Background: an optimization exercise with open tools, aiming at a short achievable clock period and few clock cycles. Do not read the settings as production practice.
Function was checked by simulation only, so behaviour that the tests miss may differ from the original.
Power figures rest on the tool's default switching activity, not on a simulated workload.

Setup of violet:
## cpuTop
module cpuTop (
    input  wire                  iClk,
    input  wire                  rstN,
    output logic                 wbCyc,
    output logic                 wbStb,
    output logic                 wbWe,
    output logic [32-1:0] wbAdr,
    output logic [32-1:0] wbDatO,
    input  wire  [32-1:0] wbDatI,
    input  wire                  wbAck,
    output logic                 halt
);
For scale: ~16000 cells after synthesis, ~5900 flip-flops, ~100 I/O pins, roughly 250000 µm² of cells after synthesis.
==> flow/config.mk <==
export PLATFORM = sky130hd
export DESIGN_NAME = cpuTop
export DESIGN_NICKNAME = cpuTop
export VERILOG_FILES = /design/flow/design.v
export SDC_FILE = /design/flow/constraint.sdc
export NUM_CORES = 4
export LEC_CHECK = 0
export ABC_CLOCK_PERIOD_IN_PS = 4000
export CAP_MARGIN = 20
export CORE_MARGIN = 2
export CORE_UTILIZATION = 40
export SETUP_SLACK_MARGIN = 5
export SLEW_MARGIN = 20
==> flow/constraint.sdc <==
create_clock -name core_clock -period 9.0 [get_ports {iClk}]
set_input_delay 1.8000 -clock core_clock [delete_from_list [all_inputs] [get_ports {iClk}]]
set_output_delay 1.8000 -clock core_clock [all_outputs]
set_load 0.01 [all_outputs]
run.sh (not shown) runs the stock make flow with config.mk's settings and CLKGATE_MAP_FILE= SYNTH_SCRIPT=/design/flow/synth_recipe.tcl, a recipe that flattens the netlist after the stock synthesis.
Per the final summary, violet finished and its layout is clean on timing, DRC and antenna.
Testbench counts of violet, summed over its fixed seeds: cycles 111,995.
The following lists how pepper was set up differently from violet:
-- flow/design.v --
<<< violet, line 52
    output logic        over
);
    logic [32:0] sum;
    logic [32:0] dif;
    logic [4:0]  sh;
    logic [63:0] dbl;
>>> pepper, line 52
    output logic        over
);
    logic        sub;
    logic [31:0] bx;
    logic [32:0] sum;
    logic [4:0]  sh;
    logic [63:0] dbl;
<<< violet, line 61
    logic [31:0] shr;
    logic [31:0] asr;
    assign sum = {1'b0, a} + {1'b0, b};
    assign dif = {1'b0, a} + {1'b0, ~b} + 33'd1;
    assign sh  = b[4:0];
    assign dbl = {a, a};
>>> pepper, line 62
    logic [31:0] shr;
    logic [31:0] asr;
    assign sub = sel[1];
    assign bx  = b ^ {32{sub}};
    assign sum = {1'b0, a} + {1'b0, bx} + {32'd0, sub};
    assign sh  = b[4:0];
    assign dbl = {a, a};
<<< violet, line 71
    assign asr = $signed(a) >>> sh;
    always_comb begin
        result = ({32{sel[0]}}  & sum[31:0]) |
                 ({32{sel[1]}}  & dif[31:0]) |
                 ({32{sel[2]}}  & (a & b)) |
                 ({32{sel[3]}}  & (a | b)) |
>>> pepper, line 73
    assign asr = $signed(a) >>> sh;
    always_comb begin
        result = ({32{sel[0] | sel[1]}} & sum[31:0]) |
                 ({32{sel[2]}}  & (a & b)) |
                 ({32{sel[3]}}  & (a | b)) |
<<< violet, line 85
                 ({32{sel[12]}} & b);
    end
    assign carry = (sel[0] & sum[32]) | (sel[1] & dif[32]);
    assign over  = (sel[0] & (a[31] == b[31]) & (sum[31] != a[31])) |
                   (sel[1] & (a[31] != b[31]) & (dif[31] != a[31]));
endmodule
`default_nettype wire
>>> pepper, line 86
                 ({32{sel[12]}} & b);
    end
    assign carry = (sel[0] | sel[1]) & sum[32];
    assign over  = (sel[0] | sel[1]) & (a[31] == bx[31]) & (sum[31] != a[31]);
endmodule
`default_nettype wire
<<< violet, line 193
        end
    end
    assign pfDist   = {20'd0, pf[11:0] - pc[11:0]};
    assign pfInWin  = (pfDist < K);
    assign pf1InWin = (12'(pfDist[11:0] + 12'd1) < K);
    logic [BL-1:0] pcBIdx;
    logic          pred;
>>> pepper, line 193
        end
    end
    assign pfDist   = pf - pc;
    assign pfInWin  = (pfDist < K);
    assign pf1InWin = ((pfDist + 32'd1) < K);
    logic [BL-1:0] pcBIdx;
    logic          pred;
<<< violet, line 211
    logic [31:0] imm20z, imm20s, dirImm, aluImm;
    logic [31:0] rfA, rfB, opA, opB, bSel;
    logic        hazard;
    assign dBr    = ir[31];
>>> pepper, line 211
    logic [31:0] imm20z, imm20s, dirImm, aluImm;
    logic [31:0] rfA, rfB, opA, opB, bSel;
    logic [15:0] busyV;
    logic        hazard;
    assign dBr    = ir[31];
<<< violet, line 242
    assign dirImm = imm20z << {ir[23:20], 1'b0};
    assign aluImm = {24'd0, ir[7:0]} << {ir[11:8], 1'b0};
    logic busyA, busyB, busyD;
    assign busyA = (pend[raIdx] || (exValid && exLd && exRd == raIdx)) && !(ldValid && ldRd == raIdx);
    assign busyB = (pend[rbIdx] || (exValid && exLd && exRd == rbIdx)) && !(ldValid && ldRd == rbIdx);
    assign busyD = (pend[rdIdx] || (exValid && exLd && exRd == rdIdx)) && !(ldValid && ldRd == rdIdx);
    assign hazard = (usesA && busyA) || (usesB && busyB) || (writesRd && busyD);
    logic [31:0] res;
    logic        aluC;
>>> pepper, line 243
    assign dirImm = imm20z << {ir[23:20], 1'b0};
    assign aluImm = {24'd0, ir[7:0]} << {ir[11:8], 1'b0};
    always_comb begin
        busyV = pend;
        if (exValid && exLd) busyV[exRd] = 1'b1;
        if (ldValid) busyV[ldRd] = 1'b0;
    end
    assign hazard = (usesA && busyV[raIdx]) || (usesB && busyV[rbIdx]) ||
                    (writesRd && busyV[rdIdx]);
    logic [31:0] res;
    logic        aluC;
[summary]
Looking at non-clock buffer instance count of the final layout across violet and pepper, the one that comes out lower is violet.
Looking at final instance count without filler cells across violet and pepper, the one that comes out lower is pepper.
From violet to pepper the numbers moved as follows: sequential share of layout area stayed essentially flat, global router's overall resource usage stayed essentially flat, total inserted antenna cells fell by 13.
When the final numbers for violet and pepper were put side by side, the post-synthesis adder-cell area fraction turned out to be smaller in violet.
Compared pepper vs violet, and critical path depth is down in pepper.
pepper ends up with a fraction of the cycle the final worst path needs that is 2.1 points higher than in violet.
Area of the mapped netlist was lower in pepper than in violet.
Sum of internal, switching and leakage power, pepper vs violet: down slightly
Final area: violet vs pepper — no meaningful difference
Testbench counts of pepper, summed over its fixed seeds: cycles 111,995.

-- afterwards: timing with drivers on the ports --
In the flow no input, the clock included, has a driving cell. The finished layouts below were timed again as built, in two steps. Step 1 sets driving cells, clkbuf_16 on the clock port and buf_2 on the other inputs (assumed; they add their load-dependent delay and slew). Step 2 times the ports against the registers' clock, not the clock port: input delays grow and output delays shrink by t, the midpoint of the rising clock arrivals with the driver on. Slacks: no drivers / after step 1 / after step 2; pairs: no drivers / after step 1.
run	t, ns	setup slack, ns	hold WS [ns]	worst data-port slew with drivers (ns)	pins driven straight from the clock port
violet	1.272	4.877 / 4.877 / 3.973	0.313 / 0.313 / 0.313	0.25	1
pepper	1.229	4.684 / 4.684 / 3.969	0.368 / 0.368 / 0.368	0.13	1
After both steps every run listed still meets setup and hold. The setup slack of violet, which loses most, moves by 0.000 ns with the drivers and by -0.904 ns with both steps.
